Context: an optimization exercise on an open-source flow, tuned for small area and a short achievable clock period. The choices shown serve that exercise and are no tape-out recipe.
Function was checked by simulation only, so behaviour that the tests miss may differ from the original.
The clock port is modelled as an ideal driver; clocking choices that lean on that would not hold on a real chip.
Power figures rest on the tool's default switching activity, not on a simulated workload.

## maple
==> flow/design.v <==
module audio_sample_fifo #(
  parameter int DEPTH   = 64,
  parameter int PREFILL = 32,
  localparam int AW     = $clog2(DEPTH)
) (
  input  logic          i_clk36,
  input  logic          i_rst36,
  input  logic          i_flush,
  input  logic          i_wr_valid,
  input  logic [47:0]   i_wr_data,
  output logic          o_wr_ready,
  input  logic          i_rdreq,
  output logic [47:0]   o_lraudio,
  output logic          o_wait,
  output logic [AW:0]   o_level,
  output logic          o_playing
  ,
  input  logic          i_stats_clr,
  output logic [15:0]   o_overflows,
  output logic [15:0]   o_underruns
);
  localparam int          MD       = DEPTH - 1;         
  localparam logic [AW:0] FULL_LVL = (AW+1)'(DEPTH);
  localparam logic [AW:0] PRE_LVL  = (AW+1)'(PREFILL);
  logic [47:0]   mem_q [MD];
  logic [47:0]   head_q;
  logic [AW-1:0] wp_q;
  logic [MD-1:0] rp_q;      
  logic [AW:0]   level_q;
  logic          play_q, wait_q;
  logic          empty_q, one_q, full_q;
  logic          ge2_q;      
  logic          rd_buf;     
  logic          wr_acc, rd_acc;
  logic [AW-1:0] wp_inc, wp_d;
  logic [MD-1:0] we_q;      
  logic [MD-1:0] rp_inc;
  logic [47:0]   rd_data;
  assign o_wr_ready = !full_q && !i_flush;
  assign wr_acc     = i_wr_valid && !full_q && !i_flush;
  assign rd_acc     = i_rdreq && !empty_q && !i_flush;
  assign rd_buf     = i_rdreq && ge2_q && !i_flush;
  assign wp_inc  = (wp_q == AW'(MD-1)) ? '0 : wp_q + AW'(1);
  assign rp_inc  = {rp_q[MD-2:0], rp_q[MD-1]};
  logic [47:0] rd_grp [7];
  for (genvar g = 0; g < 7; g++) begin : g_rd
    logic [9*48-1:0] ent;
    for (genvar j = 0; j < 9; j++) begin : g_ent
      assign ent[48*j +: 48] = mem_q[9*g+j];
    end
    audio_sample_fifo_sel9 u_sel (.i_ent(ent), .i_sel(rp_q[9*g +: 9]), .o_data(rd_grp[g]));
  end
  assign rd_data = (rd_grp[0] | rd_grp[1] | rd_grp[2] | rd_grp[3])
                 | (rd_grp[4] | rd_grp[5] | rd_grp[6]);
  logic [AW:0] level_d;
  logic        play_d;
  always_comb begin
    level_d = level_q;
    if (i_flush)                level_d = '0;
    else if (wr_acc && !rd_acc) level_d = level_q + (AW+1)'(1);
    else if (rd_acc && !wr_acc) level_d = level_q - (AW+1)'(1);
  end
  always_comb begin
    wp_d = wp_q;
    if (i_flush) wp_d = '0;
    else if (wr_acc && !empty_q && !(rd_acc && one_q)) wp_d = wp_inc;
  end
  logic drain;    
  assign drain = rd_acc && !wr_acc && one_q;
  logic empty_d, one_d, full_d;
  assign empty_d = i_flush || (!wr_acc && (empty_q || (one_q && rd_acc)));
  assign one_d   = !i_flush && ((wr_acc && !rd_acc && empty_q)
                             || (rd_acc && !wr_acc && (level_q == (AW+1)'(2)))
                             || ((wr_acc == rd_acc) && one_q));
  assign full_d  = !i_flush && ((wr_acc && !rd_acc && (level_q == FULL_LVL - (AW+1)'(1)))
                             || (full_q && !rd_acc));
  always_comb begin
    play_d = play_q;
    if (i_flush)      play_d = 1'b0;
    else if (!play_q) play_d = (level_d >= PRE_LVL);
    else if (drain)   play_d = 1'b0;
  end
  always_ff @(posedge i_clk36 or posedge i_rst36) begin
    if (i_rst36) begin
      rp_q    <= MD'(1);
      level_q <= '0;
      wp_q    <= '0;
      empty_q <= 1'b1;
      one_q   <= 1'b0;
      ge2_q   <= 1'b0;
      full_q  <= 1'b0;
      play_q  <= 1'b0;
      wait_q  <= 1'b1;
      head_q  <= '0;
    end else begin
      level_q <= level_d;
      wp_q    <= wp_d;
      empty_q <= empty_d;
      one_q   <= one_d;
      ge2_q   <= !empty_d && !one_d;
      full_q  <= full_d;
      play_q  <= play_d;
      wait_q  <= !play_d;
      if (i_flush) begin
        rp_q   <= MD'(1);
        head_q <= '0;
      end else begin
        if (rd_buf) begin
          head_q <= rd_data;
          rp_q   <= rp_inc;
        end else if (rd_acc) begin
          head_q <= wr_acc ? i_wr_data : '0;
        end else if (wr_acc && empty_q) begin
          head_q <= i_wr_data;
        end
      end
    end
  end
  always_ff @(posedge i_clk36) begin
    for (int i = 0; i < MD; i++)
      we_q[i] <= (wp_d == AW'(i)) && !full_d;
  end
  always_ff @(posedge i_clk36) begin
    for (int i = 0; i < MD; i++)
      if (we_q[i]) mem_q[i] <= i_wr_data;
  end
  assign o_lraudio = head_q;
  assign o_wait    = wait_q;
  assign o_playing = play_q;
  assign o_level   = level_q;
  logic [15:0] ovf_q, und_q;
  logic        ovf_inc, und_inc;
  assign ovf_inc = i_wr_valid && full_q && !i_flush;
  assign und_inc = (play_q && drain) || (i_rdreq && empty_q);
  always_ff @(posedge i_clk36 or posedge i_rst36) begin
    if (i_rst36) begin
      ovf_q <= '0;
      und_q <= '0;
    end else if (i_stats_clr) begin
      ovf_q <= '0;
      und_q <= '0;
    end else begin
      if (ovf_inc && (ovf_q != 16'hFFFF)) ovf_q <= ovf_q + 16'd1;
      if (und_inc && (und_q != 16'hFFFF)) und_q <= und_q + 16'd1;
    end
  end
  assign o_overflows = ovf_q;
  assign o_underruns = und_q;
endmodule
module audio_sample_fifo_sel9 (
  input  logic [9*48-1:0] i_ent,
  input  logic [8:0]      i_sel,
  output logic [47:0]     o_data
);
  logic [47:0] part_n [3];
  for (genvar k = 0; k < 3; k++) begin : g_part
    audio_sample_fifo_sel3n u_part (
      .i_ent(i_ent[3*48*k +: 3*48]), .i_sel(i_sel[3*k +: 3]), .o_data_n(part_n[k]));
  end
  assign o_data = ~(part_n[0] & part_n[1] & part_n[2]);
endmodule
module audio_sample_fifo_sel3n (
  input  logic [3*48-1:0] i_ent,
  input  logic [2:0]      i_sel,
  output logic [47:0]     o_data_n
);
  assign o_data_n = ~((i_ent[0 +: 48] & {48{i_sel[0]}})
                    | (i_ent[48 +: 48] & {48{i_sel[1]}})
                    | (i_ent[96 +: 48] & {48{i_sel[2]}}));
endmodule
export LEC_CHECK = 0
export CAP_MARGIN = 10
export CORE_MARGIN = 2
export CORE_UTILIZATION = 80
export CTS_BUF_LIST = sky130_fd_sc_hd__clkbuf_16
export CTS_CLUSTER_DIAMETER = 80
export CTS_CLUSTER_SIZE = 26
export SETUP_SLACK_MARGIN = 3.4
export SLEW_MARGIN = 10
export SYNTH_HIERARCHICAL = 1
create_clock -name core_clock -period 6.0 [get_ports {i_clk36}]
standard.sh (not shown) runs the stock make flow with config.mk's settings and CLKGATE_MAP_FILE= SYNTH_SCRIPT=/design/flow/synth_recipe.tcl, a recipe that flattens the netlist after the stock synthesis.
==> flow/flow/run.sh <==
#!/bin/bash
# Standard ORFS layout, with three changes to how it is made:
#  - port buffers are plain buffers (buf_4) instead of the resizer's default pick
#    (a slow clkdlybuf4s50 delay cell on this platform);
#  - timing repair may swap a cell for one with another footprint;
#  - after clock tree synthesis, one more setup repair pass (flow/post_cts.tcl).
# Each tool's full output is in the ORFS logs folder (orfs/logs/); make's own
# output goes to flow_make.log here.
set -euo pipefail
bash standard.sh MATCH_CELL_FOOTPRINT=0 \
  "BUFFER_PORTS_ARGS=-buffer_cell sky130_fd_sc_hd__buf_4" \
  "POST_CTS_TCL=$(pwd)/flow/post_cts.tcl" finish > flow_make.log 2>&1
==> flow/flow/post_cts.tcl <==
# Sourced by ORFS's cts.tcl after its own timing repair (POST_CTS hook): one
# more setup repair pass with a tighter target, then legalize again.
estimate_parasitics -placement
repair_timing -setup -setup_margin 3.35 -repair_tns 100 -verbose
detailed_placement
check_placement -verbose
estimate_parasitics -placement
report_worst_slack -max
What ember does differently from maple at the input level:
- a change of CORE_UTILIZATION from 80 to 75
- a change of CTS_CLUSTER_SIZE from 26 to 30
Notes after the runs:
From maple to ember, fraction of the mapped netlist area in compound gates did not move at all.
As far as power is concerned, ember and maple perform about the same.
Compared with maple, ember shows a higher final clock skew.
For overall die area, dividing the value from maple by the value from ember gives 0.938.
Compared to maple, ember leaves more free space in the core.
Taking maple as the reference, in ember area added between synthesis and finish grew by 0.48 points; global-route usage went down by 4.9 points; upper clock frequency limit grew by about 4.4%; via count dropped 2,078.
~same power share of the clock group in ember and maple
Input-level comparison between cedar and ember:
- changing CTS_CLUSTER_SIZE from 30 to 26
- changing SETUP_SLACK_MARGIN from 3.4 to 3.45
- changing CORE_UTILIZATION from 75 to 80
--- a/flow/flow/post_cts.tcl
+++ b/flow/flow/post_cts.tcl
@@ -2,5 +2,5 @@
 # more setup repair pass with a tighter target, then legalize again.
 estimate_parasitics -placement
-repair_timing -setup -setup_margin 3.35 -repair_tns 100 -verbose
+repair_timing -setup -setup_margin 3.4 -repair_tns 100 -verbose
 detailed_placement
 check_placement -verbose
Notes after the runs:
- Going from ember to cedar, power grows by 1.1%.
- The total die area of cedar is lower than that of ember.
- cedar against ember: clock network fraction of design power picked up an extra 0.6 points; sequential share of cell area shrank by 0.78 points; share of the clock period used by the worst path after layout shows an increase of 7.1 points; number of global-route vias before repair higher.
- Worst-case hold slack delta (cedar − ember): favourable
- Delta (cedar minus ember): number of flops mapped to enable cells by yosys flat; total power per unit cell area did not really move.

========
## build 92
audio_sample_fifo, a different RTL version from the one above (not shown whole).
Size: roughly 6400 cells after synthesis, ~3200 flip-flops, about 140 I/O pins, about 120000 um^2 of cells after synthesis.
export LEC_CHECK = 0
export CAP_MARGIN = 20
export CORE_MARGIN = 2
export CORE_UTILIZATION = 55
export CTS_BUF_LIST = sky130_fd_sc_hd__clkbuf_16
export CTS_CLUSTER_DIAMETER = 60
export CTS_CLUSTER_SIZE = 30
export SETUP_SLACK_MARGIN = 3.1
export SLEW_MARGIN = 20
export SYNTH_HIERARCHICAL = 1
create_clock -name core_clock -period 6.0 [get_ports {i_clk36}]
==> flow/flow/run.sh <==
#!/bin/bash
# Standard ORFS layout, with two changes to how ports are buffered and resized:
#  - port buffers are plain buffers (buf_4) instead of the resizer's default pick
#    (a slow clkdlybuf4s50 delay cell on this platform);
#  - timing repair may swap a cell for one with another footprint, so port
#    buffers and other cells can be resized freely.
# Each tool's full output is in the ORFS logs folder (orfs/logs/); make's own
# output goes to flow_make.log here.
set -euo pipefail
bash standard.sh MATCH_CELL_FOOTPRINT=0 \
  "BUFFER_PORTS_ARGS=-buffer_cell sky130_fd_sc_hd__buf_4" finish > flow_make.log 2>&1
Both conditions hold for build 92: the flow ran to the end and the final layout passed the timing, design-rule and antenna checks.
Here is what was changed in the inputs of trial 59 compared with build 92.
==> flow/flow/run.sh <==
#!/bin/bash
# Standard ORFS layout, with three changes to how it is made:
#  - port buffers are plain buffers (buf_4) instead of the resizer's default pick
#    (a slow clkdlybuf4s50 delay cell on this platform);
#  - timing repair may swap a cell for one with another footprint;
#  - after clock tree synthesis, one more setup repair pass (flow/post_cts.tcl).
# Each tool's full output is in the ORFS logs folder (orfs/logs/); make's own
# output goes to flow_make.log here.
set -euo pipefail
bash standard.sh MATCH_CELL_FOOTPRINT=0 \
  "BUFFER_PORTS_ARGS=-buffer_cell sky130_fd_sc_hd__buf_4" \
  "POST_CTS_TCL=$(pwd)/flow/post_cts.tcl" finish > flow_make.log 2>&1
==> flow/flow/post_cts.tcl (new file) <==
# Sourced by ORFS's cts.tcl after its own timing repair (POST_CTS hook): one
# more setup repair pass with a tighter target, then legalize again.
estimate_parasitics -placement
repair_timing -setup -setup_margin 3.25 -repair_tns 100 -verbose
detailed_placement
check_placement -verbose
estimate_parasitics -placement
report_worst_slack -max
--- a/flow/config.mk
+++ b/flow/config.mk
@@ -7,10 +7,10 @@
 export LEC_CHECK = 0
-export CAP_MARGIN = 20
+export CAP_MARGIN = 10
 export CORE_MARGIN = 2
-export CORE_UTILIZATION = 55
+export CORE_UTILIZATION = 75
 export CTS_BUF_LIST = sky130_fd_sc_hd__clkbuf_16
-export CTS_CLUSTER_DIAMETER = 60
+export CTS_CLUSTER_DIAMETER = 80
 export CTS_CLUSTER_SIZE = 30
 export SETUP_SLACK_MARGIN = 3.1
-export SLEW_MARGIN = 20
+export SLEW_MARGIN = 10
 export SYNTH_HIERARCHICAL = 1
## What came out
Overall die area delta (trial 59 − build 92): favourable
Relative to build 92, the layout-stage area growth over the synthesis result of trial 59 is lower by 2.9 points.
The relative contribution of combinational cells to total power of trial 59 is higher than that of build 92.

========
audio_sample_fifo again, from the RTL that the note above started with.
Design audio_sample_fifo, start of the top module:
module audio_sample_fifo #(
  parameter int DEPTH   = 64,
  parameter int PREFILL = 32,
  localparam int AW     = $clog2(DEPTH)
) (
  input  logic          i_clk36,
  input  logic          i_rst36,
  input  logic          i_flush,
  input  logic          i_wr_valid,
  input  logic [47:0]   i_wr_data,
  output logic          o_wr_ready,
  input  logic          i_rdreq,
  output logic [47:0]   o_lraudio,
  output logic          o_wait,
  output logic [AW:0]   o_level,
  output logic          o_playing
  ,
  input  logic          i_stats_clr,
  output logic [15:0]   o_overflows,
  output logic [15:0]   o_underruns
);
clock: 6.0 ns
lec_check: 0
cap_margin: 10
core_margin: 2
core_utilization: 65
cts_buf_list: sky130_fd_sc_hd__clkbuf_16
cts_cluster_diameter: 60
cts_cluster_size: 30
setup_slack_margin: 3.1
slew_margin: 10
synth_hierarchical: 1
==> flow/flow/run.sh <==
#!/bin/bash
# Standard ORFS layout, with two changes to how ports are buffered and resized:
#  - port buffers are plain buffers (buf_4) instead of the resizer's default pick
#    (a slow clkdlybuf4s50 delay cell on this platform);
#  - timing repair may swap a cell for one with another footprint, so port
#    buffers and other cells can be resized freely.
# Each tool's full output is in the ORFS logs folder (orfs/logs/); make's own
# output goes to flow_make.log here.
set -euo pipefail
bash standard.sh MATCH_CELL_FOOTPRINT=0 \
  "BUFFER_PORTS_ARGS=-buffer_cell sky130_fd_sc_hd__buf_4" finish > flow_make.log 2>&1
The first run produced a clean layout.
Rerun with:
==> flow/flow/run.sh (replaced) <==
#!/bin/bash
# Standard ORFS layout, with three changes to how it is made:
#  - port buffers are plain buffers (buf_4) instead of the resizer's default pick
#    (a slow clkdlybuf4s50 delay cell on this platform);
#  - timing repair may swap a cell for one with another footprint;
#  - after clock tree synthesis, one more setup repair pass (flow/post_cts.tcl).
# Each tool's full output is in the ORFS logs folder (orfs/logs/); make's own
# output goes to flow_make.log here.
set -euo pipefail
bash standard.sh MATCH_CELL_FOOTPRINT=0 \
  "BUFFER_PORTS_ARGS=-buffer_cell sky130_fd_sc_hd__buf_4" \
  "POST_CTS_TCL=$(pwd)/flow/post_cts.tcl" finish > flow_make.log 2>&1
==> flow/flow/post_cts.tcl (new file) <==
# Sourced by ORFS's cts.tcl after its own timing repair (POST_CTS hook): one
# more setup repair pass with a tighter target, then legalize again.
estimate_parasitics -placement
repair_timing -setup -setup_margin 3.25 -repair_tns 100 -verbose
detailed_placement
check_placement -verbose
estimate_parasitics -placement
report_worst_slack -max
Cell area is about the same. Register-to-register slack gains 0.03 ns. Non-clock buffer count grows by 2. Hold slack stays flat.
Rerun with:
--- a/flow/config.mk
+++ b/flow/config.mk
@@ -10 +10 @@
-export CORE_UTILIZATION = 65
+export CORE_UTILIZATION = 75
@@ -12 +12 @@
-export CTS_CLUSTER_DIAMETER = 60
+export CTS_CLUSTER_DIAMETER = 80
@@ -14 +14 @@
-export SETUP_SLACK_MARGIN = 3.1
+export SETUP_SLACK_MARGIN = 3.3
Worst setup slack improves by 0.15 ns. Clock-buffer cell count came out lower by 36. Non-clock buffer count is higher by 48. Global-route usage rises by 3.5 points. First-iteration DRC count came out higher by about 5.5%. Cell area came out lower by 1.4%.

========
audio_sample_fifo, a different RTL version from the one above (not shown whole).
For scale: about 3200 flip-flops, roughly 120000 um2 of cells after synthesis.
export LEC_CHECK = 0
export CAP_MARGIN = 20
export CORE_MARGIN = 2
export CORE_UTILIZATION = 55
export CTS_BUF_LIST = sky130_fd_sc_hd__clkbuf_16
export CTS_CLUSTER_DIAMETER = 60
export CTS_CLUSTER_SIZE = 30
export SETUP_SLACK_MARGIN = 3.0
export SLEW_MARGIN = 20
create_clock -name core_clock -period 6.0 [get_ports {i_clk36}]
run.sh (not shown) runs the stock make flow with config.mk's settings and CLKGATE_MAP_FILE= SYNTH_SCRIPT=/design/flow/synth_recipe.tcl, a recipe that flattens the netlist after the stock synthesis.
Stock flow here: none of the scripts above is used.
The baseline completed without violations.
Change:
==> flow/flow/run.sh (new file) <==
#!/bin/bash
# Standard ORFS layout, with two changes to how ports are buffered and resized:
#  - port buffers are plain buffers (buf_4) instead of the resizer's default pick
#    (a slow clkdlybuf4s50 delay cell on this platform);
#  - timing repair may swap a cell for one with another footprint, so port
#    buffers and other cells can be resized freely.
# Each tool's full output is in the ORFS logs folder (orfs/logs/); make's own
# output goes to flow_make.log here.
set -euo pipefail
bash standard.sh MATCH_CELL_FOOTPRINT=0 \
  "BUFFER_PORTS_ARGS=-buffer_cell sky130_fd_sc_hd__buf_4" finish > flow_make.log 2>&1
==> flow/standard.sh (new file) <==
#!/bin/bash
# synth_recipe.tcl (not shown) runs the flow's synth.tcl, then flattens the netlist and writes it again
# the make line also repeats each setting of config.mk as NAME=value (left out here)
make -C /OpenROAD-flow-scripts/flow DESIGN_CONFIG=/design/flow/config.mk WORK_HOME=/design/flow/orfs CLKGATE_MAP_FILE= SYNTH_SCRIPT=/design/flow/synth_recipe.tcl "${@:-finish}"
removed: flow/run.sh
Effect: Sequential cell count is unchanged; design area hardly moves; non-clock buffer count shrinks by 29; clock skew is about the same; clock power is about the same.

[static timing again, ports no longer ideal]
No port has a modelled driver above. Below, the same layouts with a new extraction and two added sets of constraints. Step 1 assumes that a clkbuf_16 drives the clock port and a buf_2 every other input. Step 2, shift: input delay + t, output delay - t, t = (earliest + latest rising clock arrival at the registers) / 2. This alone moves slack from input paths to output paths. Three values: ideal, step 1, step 2; two values: the first two.
| run | t, ns | slack for setup (ns) | hold slack, ns | clock arrival spread, ns |
|---|---|---|---|---|
| maple | 0.914 | 3.163 / 3.163 / 2.309 | 0.541 / 0.482 / 0.541 | 0.035 / 0.034 |
| ember | 0.909 | 3.284 / 3.181 / 2.455 | 0.404 / 0.332 / 0.547 | 0.036 / 0.035 |
| cedar | 0.944 | 2.860 / 2.860 / 2.460 | 0.534 / 0.464 / 0.544 | 0.060 / 0.060 |
| build 92 | 0.966 | 2.949 / 2.854 / 2.254 | 0.507 / 0.511 / 0.511 | 0.047 / 0.047 |
| trial 59 | 0.905 | 3.127 / 3.127 / 2.416 | 0.497 / 0.497 / 0.497 | 0.033 / 0.033 |
| the first run of note 3 | 0.964 | 3.064 / 3.047 / 2.448 | 0.494 / 0.494 / 0.494 | 0.044 / 0.043 |
| the second run of note 3 | 0.963 | 3.097 / 3.097 / 2.470 | 0.496 / 0.496 / 0.496 | 0.042 / 0.042 |
| the third run of note 3 | 0.887 | 3.246 / 3.234 / 2.453 | 0.501 / 0.501 / 0.501 | 0.027 / 0.027 |
| the first run of note 4 | 0.983 | 2.672 / 2.732 / 1.748 | 0.542 / 0.542 / 0.542 | 0.059 / 0.059 |
| the second run of note 4 | 0.996 | 2.773 / 2.773 / 2.391 | 0.493 / 0.418 / 0.562 | 0.053 / 0.053 |
After both steps setup and hold are still met in every run listed. For the first run of note 4, which loses most, drivers alone change the setup slack by +0.060 ns; drivers and shift together by -0.924 ns.
